From an optimization exercise on the open Yosys and OpenROAD flow, aimed at small area, a short achievable clock period and few clock cycles; shortcuts taken in it are not production practice.
Only simulation tests tie the RTL to the original design; equivalence was not proved.

// idct_top
module idct_top (
	input  logic                 clock,
	input  logic                 resetn,
	input  logic                 start_i,
	input  logic [4:0]           block_row_i,
	input  logic [5:0]           block_col_i,
	input  sram_pkg::sram_data_t sram_read_data_i,
	output sram_pkg::sram_addr_t sram_address_o,
	output sram_pkg::sram_data_t sram_write_data_o,
	output logic                 sram_we_n_o,
	output logic                 done_o
);
	logic        busy;
	logic [7:0]  slot;
	logic [7:0]  ns;       
	logic        go;       
	logic [14:0] lp;       
	logic [14:0] base;
	assign go = start_i && !busy;
	assign ns = busy ? slot + 8'd1 : 8'd0;
	logic [8:0] line_hi;
	always_comb begin
		case (block_row_i)
			5'd0: line_hi = 9'd150;
			5'd1: line_hi = 9'd155;
			5'd2: line_hi = 9'd160;
			5'd3: line_hi = 9'd165;
			5'd4: line_hi = 9'd170;
			5'd5: line_hi = 9'd175;
			5'd6: line_hi = 9'd180;
			5'd7: line_hi = 9'd185;
			5'd8: line_hi = 9'd190;
			5'd9: line_hi = 9'd195;
			5'd10: line_hi = 9'd200;
			5'd11: line_hi = 9'd205;
			5'd12: line_hi = 9'd210;
			5'd13: line_hi = 9'd215;
			5'd14: line_hi = 9'd220;
			5'd15: line_hi = 9'd225;
			5'd16: line_hi = 9'd230;
			5'd17: line_hi = 9'd235;
			5'd18: line_hi = 9'd240;
			5'd19: line_hi = 9'd245;
			5'd20: line_hi = 9'd250;
			5'd21: line_hi = 9'd255;
			5'd22: line_hi = 9'd260;
			5'd23: line_hi = 9'd265;
			5'd24: line_hi = 9'd270;
			5'd25: line_hi = 9'd275;
			5'd26: line_hi = 9'd280;
			5'd27: line_hi = 9'd285;
			5'd28: line_hi = 9'd290;
			5'd29: line_hi = 9'd295;
			5'd30: line_hi = 9'd300;
			default: line_hi = 9'd305;
		endcase
	end
  ...
==> flow/config.mk <==
export PLATFORM = sky130hd
export DESIGN_NAME = idct_top
export DESIGN_NICKNAME = idct_top
export VERILOG_FILES = /design/flow/design.v
export SDC_FILE = /design/flow/constraint.sdc
export NUM_CORES = 4
export LEC_CHECK = 0
export CAP_MARGIN = 20
export CORE_MARGIN = 2
export CORE_UTILIZATION = 65
export CTS_CLUSTER_DIAMETER = 100
export CTS_CLUSTER_SIZE = 30
export SETUP_SLACK_MARGIN = 5
export SLEW_MARGIN = 20
==> flow/constraint.sdc <==
create_clock -name core_clock -period 13.0 [get_ports {clock}]
set_input_delay 2.6000 -clock core_clock [delete_from_list [all_inputs] [get_ports {clock}]]
set_output_delay 2.6000 -clock core_clock [all_outputs]
set_load 0.01 [all_outputs]
standard.sh (not shown) runs the stock make flow with config.mk's settings and CLKGATE_MAP_FILE= SYNTH_SCRIPT=/design/flow/synth_recipe.tcl, a recipe that flattens the netlist after the stock synthesis.
==> flow/flow/run.sh <==
#!/bin/bash
# The standard layout (standard.sh: ORFS from synthesis to the final
# layout), with timing repair aiming for a setup slack well above zero so
# that the layout reaches a shorter period than the 13 ns it is signed off at.
bash standard.sh SETUP_SLACK_MARGIN=9.45 finish > standard.log 2>&1
Testbench counts at the start, summed over its fixed seeds: cycles 34,304.
Rerun with:
--- a/flow/flow/run.sh
+++ b/flow/flow/run.sh
@@ -5 +5 @@
-bash standard.sh SETUP_SLACK_MARGIN=9.45 finish > standard.log 2>&1
+bash standard.sh SETUP_SLACK_MARGIN=9.3 finish > standard.log 2>&1
Count of clock-buffer cells in the layout decreases by 1; critical path depth does not change; synthesized cell count stays the same; fmax decreases by 0.84%; cell area decreases by about 2.5%; clock skew is about the same; worst setup slack gets worse by 31 ps; die area does not change; register-to-register slack gets better by 80 ps.

the reference run:
idct_top, a different RTL version from the one above (not shown whole).
Size in the first run: roughly 3000 cells after synthesis, roughly 66 I/O pins.
==> flow/config.mk <==
export PLATFORM = sky130hd
export DESIGN_NAME = idct_top
export DESIGN_NICKNAME = idct_top
export VERILOG_FILES = /design/flow/design.v
export SDC_FILE = /design/flow/constraint.sdc
export NUM_CORES = 4
export LEC_CHECK = 0
export CAP_MARGIN = 20
export CORE_MARGIN = 2
export CORE_UTILIZATION = 65
export SETUP_SLACK_MARGIN = 5
export SLEW_MARGIN = 20
==> flow/constraint.sdc <==
create_clock -name core_clock -period 13.0 [get_ports {clock}]
set_input_delay 2.6000 -clock core_clock [delete_from_list [all_inputs] [get_ports {clock}]]
set_output_delay 2.6000 -clock core_clock [all_outputs]
set_load 0.01 [all_outputs]
==> flow/flow/run.sh <==
#!/bin/bash
# The standard layout (standard.sh: ORFS from synthesis to the final
# layout), with timing repair aiming for a setup slack well above zero so
# that the layout reaches a shorter period than the 13 ns it is signed off at.
bash standard.sh SETUP_SLACK_MARGIN=9.0 finish > standard.log 2>&1
The reference run has completed all stages; timing, DRC and antenna checks passed.
Testbench counts of the reference run, summed over its fixed seeds: cycles 34,048.
Inputs modified between the reference run and the trial run:
--- a/flow/flow/run.sh
+++ b/flow/flow/run.sh
@@ -4,2 +4,2 @@
 # that the layout reaches a shorter period than the 13 ns it is signed off at.
-bash standard.sh SETUP_SLACK_MARGIN=9.0 finish > standard.log 2>&1
+bash standard.sh SETUP_SLACK_MARGIN=9.3 finish > standard.log 2>&1
Results
Changes observed in the trial run relative to the reference run: number of nets in the synthesized netlist saw little to no change, met2 wire length +2.0%, smallest setup slack after layout moved up.
Between the trial run and the reference run, the difference in routed metal-1 wire length is negligible.
Run comparison: the reference run startpoint of the worst setup timing path sram_read_data_i[1]; the trial run startpoint of the worst setup timing path sram_read_data_i[2]
For the post-synthesis to final-layout area growth, the trial run came in 0.47 points lower than the reference run did.
[compare] base=the reference run new=the trial run: share of the core filled with cells in the final layout dropped 0.31 points.
In the tables for the trial run and the reference run, multi-input gate share of the layout cell area reads lower with the reference run.

-- what the ideal ports hide --
In the flow no input, the clock included, has a driving cell. The finished layouts below were timed again as built, in two steps.
Step 1 sets driving cells, clkbuf_16 on the clock port and buf_2 on the other inputs (assumed; they add their load-dependent delay and slew).
Step 2, shift: input delay + t, output delay - t, t = (earliest + latest rising clock arrival at the registers) / 2. This alone moves slack from input paths to output paths.
a / b / c = ideal / step 1 / step 2; a / b = the first two.
run | t, ns | setup slack, ns | hold WS [ns] | slew at the worst register clock pin (ns)
the first run of note 1 | 0.635 | 9.306 / 9.244 / 8.944 | 0.345 / 0.345 / 0.345 | 0.12 / 0.12
the second run of note 1 | 0.627 | 9.275 / 9.217 / 8.810 | 0.340 / 0.340 / 0.340 | 0.12 / 0.12
the reference run | 0.660 | 8.713 / 8.721 / 8.061 | 0.330 / 0.330 / 0.330 | 0.07 / 0.07
the trial run | 0.667 | 8.792 / 8.805 / 8.138 | 0.354 / 0.354 / 0.354 | 0.07 / 0.07
After both steps every run listed still meets setup and hold. The setup slack of the trial run, which loses most, moves by +0.013 ns with the drivers and by -0.654 ns with both steps.
